From an optimization exercise on the open Yosys and OpenROAD flow, aimed at small area, a short achievable clock period and few clock cycles per item; shortcuts taken in it are not production practice.
RTL that was checked went through simulation tests only; none was proved equivalent to the original.

// ordered_sequence_hash_64_top
module ordered_sequence_hash_64_top (
  input  logic                             clk,
  input  logic                             rst_n,
  input  logic                             in_valid,
  output logic                             in_stall,
  input  logic                             in_cmd,
  input  logic [osh64_pkg::LEN_W-1:0]      in_seq_length,
  input  logic [osh64_pkg::HASH_W-1:0]     in_element_bits,
  output logic                             out_valid,
  input  logic                             out_stall,
  output logic [osh64_pkg::HASH_W-1:0]     out_hash
);
Size in the first run: roughly 2900 cells after synthesis, about 380 flip-flops, roughly 170 I/O pins, about 34000 um^2 of cells after synthesis.
clock: 9.5 ns
lec_check: 0
cap_margin: 20
core_margin: 2
core_utilization: 40
setup_slack_margin: 5
slew_margin: 20
synth_hierarchical: 1
run.sh (not shown) runs the stock make flow with config.mk's settings and CLKGATE_MAP_FILE= SYNTH_SCRIPT=/design/flow/synth_recipe.tcl, a recipe that flattens the netlist after the stock synthesis.
Next try:
- ABC_CLOCK_PERIOD_IN_PS: not set -> 4000
After rerunning:
- The changed run completed with no timing, DRC or antenna violations
- cell area is unchanged
- core utilization stays the same
- worst setup slack is unchanged
- fmax stays the same
- global-route usage is unchanged
- flip-flop and latch count stays the same
- routed wire length is unchanged
- final cell count does not change
- non-clock buffer count is unchanged
Function was not checked in any run of this note: the RTL went through the layout flow alone.

---

ordered_sequence_hash_64_top, a different RTL version from the one above (not shown whole).
For scale: roughly 2500 cells after synthesis, roughly 170 I/O pins.
// ordered_sequence_hash_64_top
module ordered_sequence_hash_64_top (
  input  logic                             clk,
  input  logic                             rst_n,
  input  logic                             in_valid,
  output logic                             in_stall,
  input  logic                             in_cmd,
  input  logic [osh64_pkg::LEN_W-1:0]      in_seq_length,
  input  logic [osh64_pkg::HASH_W-1:0]     in_element_bits,
  output logic                             out_valid,
  input  logic                             out_stall,
  output logic [osh64_pkg::HASH_W-1:0]     out_hash
);
  localparam int unsigned HW = osh64_pkg::HASH_W;
  localparam int unsigned LW = osh64_pkg::HALF_W;
  localparam int unsigned PW = 124;   
  logic          sk_v, s0_v, s1_v, out_v;
  logic          sk_cmd, s0_cmd, s1_cmd;
  logic [HW-1:0] sk_src, s0_src, s0_msrc;
  logic [PW-1:0] s1_p;
  logic [HW-1:0] out_hash_r;
  logic out_free, s1_adv, s0_adv, s0_ready, in_take;
  assign out_free = !out_v || !out_stall;
  assign s1_adv   = s1_v && out_free;
  assign s0_adv   = s0_v && (!s1_v || s1_adv);
  assign s0_ready = !s0_v || s0_adv;
  assign in_stall = sk_v;
  assign in_take  = in_valid && !sk_v;
  logic [HW-1:0] in_src;
  assign in_src = (in_cmd == osh64_pkg::CMD_START) ?
                  {{(HW-osh64_pkg::LEN_W){1'b0}}, in_seq_length} : in_element_bits;
  always_ff @(posedge clk) begin
    if (!rst_n) begin
      sk_v <= 1'b0;
    end else if (s0_ready) begin
      sk_v <= 1'b0;
    end else if (in_take) begin
      sk_v <= 1'b1;
    end
  end
  always_ff @(posedge clk) begin
    if (in_take && !s0_ready) begin
      sk_cmd <= in_cmd;
      sk_src <= in_src;
    end
  end
  always_ff @(posedge clk) begin
    if (!rst_n) begin
      s0_v <= 1'b0;
    end else if (s0_ready) begin
  ...
Settings: LEC_CHECK=0, CAP_MARGIN=20, CORE_MARGIN=2, CORE_UTILIZATION=40, SLEW_MARGIN=20, SYNTH_HIERARCHICAL=1; clock period 9.5 ns.
standard.sh (not shown) runs the stock make flow with config.mk's settings and CLKGATE_MAP_FILE= SYNTH_SCRIPT=/design/flow/synth_recipe.tcl, a recipe that flattens the netlist after the stock synthesis.
==> flow/flow/run.sh <==
#!/bin/bash
set -euo pipefail
MARGIN=$(cat flow/margin.txt)
bash standard.sh SETUP_SLACK_MARGIN=$MARGIN finish > standard.log 2>&1
==> flow/flow/margin.txt <==
5.5
The baseline completed without violations.
Testbench counts at the start, summed over its fixed seeds: cycles 12,024, items 12,000.
Edit:
==> flow/run.sh (new file) <==
#!/bin/bash
# synth_recipe.tcl (not shown) runs the flow's synth.tcl, then flattens the netlist and writes it again
# the make line also repeats each setting of config.mk as NAME=value (left out here)
make -C /OpenROAD-flow-scripts/flow DESIGN_CONFIG=/design/flow/config.mk WORK_HOME=/design/flow/orfs CLKGATE_MAP_FILE= SYNTH_SCRIPT=/design/flow/synth_recipe.tcl finish
- SETUP_SLACK_MARGIN: unset -> 5
removed: flow/flow/run.sh
removed: flow/flow/margin.txt
removed: flow/standard.sh
Final area went down by 7.8%.
Setup slack gains 0.048 ns.
Die area does not change.
Wire length shrinks by 7.7%.
Worst hold slack loses 0.065 ns.
Via count is lower by 5.7%.
First-iteration DRC count shrinks by 19%.
Core utilization decreases by 4.4 points.
Fmax goes up by 1.0%.

---

build 79:
ordered_sequence_hash_64_top, a different RTL version from the one above (not shown whole).
Size in the first run: roughly 3500 cells after synthesis.
clock: 9.5 ns
lec_check: 0
abc_area: 1
cap_margin: 20
core_margin: 2
core_utilization: 60
slew_margin: 20
synth_hierarchical: 1
==> flow/flow/run.sh <==
#!/bin/bash
# Own flow: the standard layout (standard synthesis and every ORFS step unchanged) with two
# settings outside config.mk's list:
#  - port buffers are sky130_fd_sc_hd__buf_2 instead of the default choice (every input and
#    output port still gets its own buffer);
set -euo pipefail
MARGIN=$(cat flow/margin.txt)
bash standard.sh "BUFFER_PORTS_ARGS=-buffer_cell sky130_fd_sc_hd__buf_2" \
  SETUP_SLACK_MARGIN="$MARGIN" finish > standard.log 2>&1
==> flow/flow/margin.txt <==
5.4
Testbench counts of build 79, summed over its fixed seeds: cycles 12,024, items 12,000.
Input changes introduced in build 35 (baseline for comparison: build 79):
- CORE_UTILIZATION changed from 60 to 40
- ABC_AREA removed (was 1)
==> flow/flow/margin.txt <==
5.0
Findings:
Build 35 ended with every stage complete and zero timing, DRC or antenna violations.
[build 35] footprint of the multi-input gates fell 1600 sq um relative to build 79
Build 35 reports a lower final-layout clock buffer total than build 79 does.
Build 35 vs build 79: number of instances in the synthesized netlist down by more than 10%
Going from build 79 to build 35, length of routed met2 wiring now smaller.
Fraction of layout cells with a size suffix above 1 for build 35: 2.1 points up relative to build 79
Re register bit count reported by yosys: no difference whatsoever between build 35 and build 79.
Changes in build 1 relative to build 35:
- CORE_UTILIZATION: 40 -> 60
- CTS_CLUSTER_SIZE: unset -> 20
- CTS_CLUSTER_DIAMETER: unset -> 60
==> flow/flow/margin.txt <==
5.4
### Flow results
Wire length the detailed router placed on met1 down 8.7% in build 1 wrt build 35. On build 1: routed via count is 884 higher than what build 35 gave. Design area in build 1 is about 2.7% above build 35. Build 1 ends up with lower pin slew with the least headroom to its limit than build 35 does. Going from build 35 to build 1, the share of final layout cell area taken by clock buffers and inverters was found to have gone down by 0.72 points. Looking only at fraction of final layout cells with drive strength greater than 1, and setting everything else aside, the higher value of build 35 and build 1 goes to build 1.

---

ordered_sequence_hash_64_top again, from the RTL that the note above started with.
export LEC_CHECK = 0
export CAP_MARGIN = 20
export CORE_MARGIN = 2
export CORE_UTILIZATION = 60
export SLEW_MARGIN = 20
export SYNTH_HIERARCHICAL = 1
export TNS_END_PERCENT = 20
create_clock -name core_clock -period 9.5 [get_ports {clk}]
==> flow/flow/margin.txt <==
5.5
Scripts as last shown in full above: flow/flow/run.sh
The first run finished clean.
Testbench counts at the start, summed over its fixed seeds: cycles 12,024, items 12,000.
==> next run, changes <==
==> flow/flow/margin.txt (replaced) <==
5.8
CORE_UTILIZATION = 40   (was 60)
TNS_END_PERCENT = unset   (was 20)
Effect: Clock-buffer cell count climbs by 3; worst setup slack is better by 70 ps; final cell count climbs by about 17%.
==> next run, changes <==
==> flow/flow/margin.txt (replaced) <==
5.5
CORE_UTILIZATION = 60   (was 40)
After rerunning: Sequential share of layout area rises by 3.8 points; non-clock buffer count went down by 247; synthesized area stays the same; setup slack improved by 6.6 ps; design area came out lower by about 14%; via count goes down by about 5%.
==> next run, changes <==
CORE_UTILIZATION = 40   (was 60)
=> Worst setup slack is better by 12 ps; count of clock-buffer cells in the layout rises by 4.
==> next run, changes <==
==> flow/flow/margin.txt (replaced) <==
5.4
CORE_UTILIZATION = 60   (was 40)
Global-route usage went up by 9.8 points.
Routed wire length fell by a few percent.
Final area shrinks by a few percent.
Die area falls by a quarter to a third.
Synthesized cell count stays the same.

---

Setup of before:
Another version of the RTL of ordered_sequence_hash_64_top (not shown whole).
Size in the first run: about 2,700 cells after synthesis, about 380 flip-flops, roughly 0.036 mm^2 of cells after synthesis.
clock: 9.5 ns
lec_check: 0
abc_clock_period_in_ps: 3500
cap_margin: 20
core_margin: 2
core_utilization: 40
setup_slack_margin: 5
slew_margin: 20
synth_hierarchical: 1
run.sh (not shown) runs the stock make flow with config.mk's settings and CLKGATE_MAP_FILE= SYNTH_SCRIPT=/design/flow/synth_recipe.tcl, a recipe that flattens the netlist after the stock synthesis.
Stock flow here: none of the scripts above is used.
Setup changes, before to after
- SETUP_SLACK_MARGIN no longer set, was 5
- ABC_CLOCK_PERIOD_IN_PS now 3000, was 3500
==> flow/flow/run.sh (new file) <==
#!/bin/bash
set -euo pipefail
MARGIN=$(cat flow/margin.txt)
bash standard.sh SETUP_SLACK_MARGIN=$MARGIN finish > standard.log 2>&1
==> flow/flow/margin.txt (new file) <==
6
==> flow/standard.sh (new file) <==
#!/bin/bash
# synth_recipe.tcl (not shown) runs the flow's synth.tcl, then flattens the netlist and writes it again
# the make line also repeats each setting of config.mk as NAME=value (left out here)
make -C /OpenROAD-flow-scripts/flow DESIGN_CONFIG=/design/flow/config.mk WORK_HOME=/design/flow/orfs CLKGATE_MAP_FILE= SYNTH_SCRIPT=/design/flow/synth_recipe.tcl "${@:-finish}"
removed: flow/run.sh
## What came out
Post-route standard cell area excluding fillers: after vs before up about 14%. Number of cells in the finished layout apart from fillers (higher): after. Compared after vs before, and worst-case setup margin in the final layout is up in after. Across both runs, routed wire length was higher for after than for before.
No run of this note included a check of the RTL's function; only the layout flow was run.

---

ordered_sequence_hash_64_top, a different RTL version from the one above (not shown whole).
Size: roughly 2,600 cells after synthesis, ~310 flip-flops, about 30,000 sq um of cells after synthesis.
Settings: LEC_CHECK=0, CAP_MARGIN=20, CORE_MARGIN=2, CORE_UTILIZATION=60, SLEW_MARGIN=20, SYNTH_HIERARCHICAL=1; clock period 9.5 ns.
standard.sh (not shown) runs the stock make flow with config.mk's settings and CLKGATE_MAP_FILE= SYNTH_SCRIPT=/design/flow/synth_recipe.tcl, a recipe that flattens the netlist after the stock synthesis.
==> flow/flow/run.sh <==
#!/bin/bash
# Own flow: the standard layout (standard synthesis and every ORFS step unchanged) with two
# settings outside config.mk's list:
#  - port buffers are sky130_fd_sc_hd__buf_2 instead of the default choice (every input and
#    output port still gets its own buffer);
set -euo pipefail
MARGIN=$(cat flow/margin.txt)
bash standard.sh "BUFFER_PORTS_ARGS=-buffer_cell sky130_fd_sc_hd__buf_2" \
  SETUP_SLACK_MARGIN="$MARGIN" finish > standard.log 2>&1
==> flow/flow/margin.txt <==
5.0
Testbench counts at the start, summed over its fixed seeds: cycles 12,024, items 12,000.
Rerun with:
==> flow/flow/margin.txt (replaced) <==
5.2
Result:
- die area is unchanged
- clock-buffer cell count goes up by 6
- worst setup slack is better by 170 ps
- wire length came out higher by 2.1%
- non-clock buffer count grows by 39
Rerun with:
==> flow/flow/margin.txt (replaced) <==
5.4
The changed run passed the timing, DRC and antenna checks.
Routed wire length went up by a few percent.
Via count went up by a few percent.
Global-route usage went up by 0.63 points.
Die area is unchanged.
Hold slack gains 8.9 ps.
Non-clock buffer count went up by 74.
First-iteration DRC count went up by a few percent.
Utilization went up by 3.3 points.
Synthesized area is unchanged.
Rerun with:
==> flow/flow/margin.txt (replaced) <==
5.1
Count of clock-buffer cells in the layout drops by 3.
Area after synthesis does not change.
Core utilization drops by 4.3 points.
Final area drops by 5.8%.
Die area is unchanged.
Wire length drops by 4.1%.
Via count drops by 3.3%.
Hold slack barely changes.

[what the ideal ports hide]
In the flow no input, the clock included, has a driving cell. The finished layouts below were timed again as built, in two steps. Step 1 (the two cells are an assumption about what drives the block):
set clk [get_ports {clk}]
set_driving_cell -lib_cell sky130_fd_sc_hd__clkbuf_16 $clk
set_driving_cell -lib_cell sky130_fd_sc_hd__buf_2 [delete_from_list [all_inputs] $clk]
Step 2 times the ports against the registers' clock, not the clock port: input delays grow and output delays shrink by t, the midpoint of the rising clock arrivals with the driver on. a / b / c = ideal ports / drivers / drivers and shift; a / b = the first two.
run | shift t [ns] | slack for setup (ns) | clock arrival spread, ns | worst data-port slew with drivers (ns)
the first run of note 1 | 0.688 | 3.879 / 3.847 / 3.159 | 0.068 / 0.067 | 0.10
the second run of note 1 | 0.688 | 3.879 / 3.847 / 3.159 | 0.068 / 0.067 | 0.10
the first run of note 2 | 0.661 | 4.727 / 4.712 / 4.050 | 0.040 / 0.041 | 0.08
the second run of note 2 | 0.659 | 4.776 / 4.782 / 4.123 | 0.036 / 0.035 | 0.08
build 79 | 0.657 | 5.419 / 5.448 / 4.792 | 0.032 / 0.033 | 0.07
build 35 | 0.647 | 5.106 / 5.144 / 4.496 | 0.034 / 0.035 | 0.05
build 1 | 0.626 | 5.427 / 5.316 / 4.690 | 0.045 / 0.046 | 0.18
the first run of note 4 | 0.644 | 5.427 / 5.311 / 4.667 | 0.030 / 0.030 | 0.21
the second run of note 4 | 0.665 | 5.498 / 5.380 / 4.715 | 0.055 / 0.056 | 0.21
the third run of note 4 | 0.635 | 5.504 / 5.504 / 4.917 | 0.036 / 0.037 | 0.07
the fourth run of note 4 | 0.657 | 5.517 / 5.517 / 4.918 | 0.044 / 0.044 | 0.07
the fifth run of note 4 | 0.637 | 5.446 / 5.446 / 4.812 | 0.033 / 0.033 | 0.07
before | 0.682 | 5.036 / 5.036 / 4.880 | 0.024 / 0.024 | 0.08
after | 0.677 | 5.171 / 5.171 / 4.971 | 0.053 / 0.052 | 0.09
the first run of note 6 | 0.607 | 5.022 / 5.023 / 4.457 | 0.030 / 0.029 | 0.06
the second run of note 6 | 0.605 | 5.188 / 5.150 / 4.709 | 0.025 / 0.024 | 0.05
the third run of note 6 | 0.616 | 5.191 / 5.160 / 4.660 | 0.029 / 0.028 | 0.07
the fourth run of note 6 | 0.605 | 5.127 / 5.107 / 4.634 | 0.031 / 0.030 | 0.06
After both steps every run listed still meets setup and hold. For the second run of note 4, which loses most, drivers alone change the setup slack by -0.118 ns; drivers and shift together by -0.783 ns.
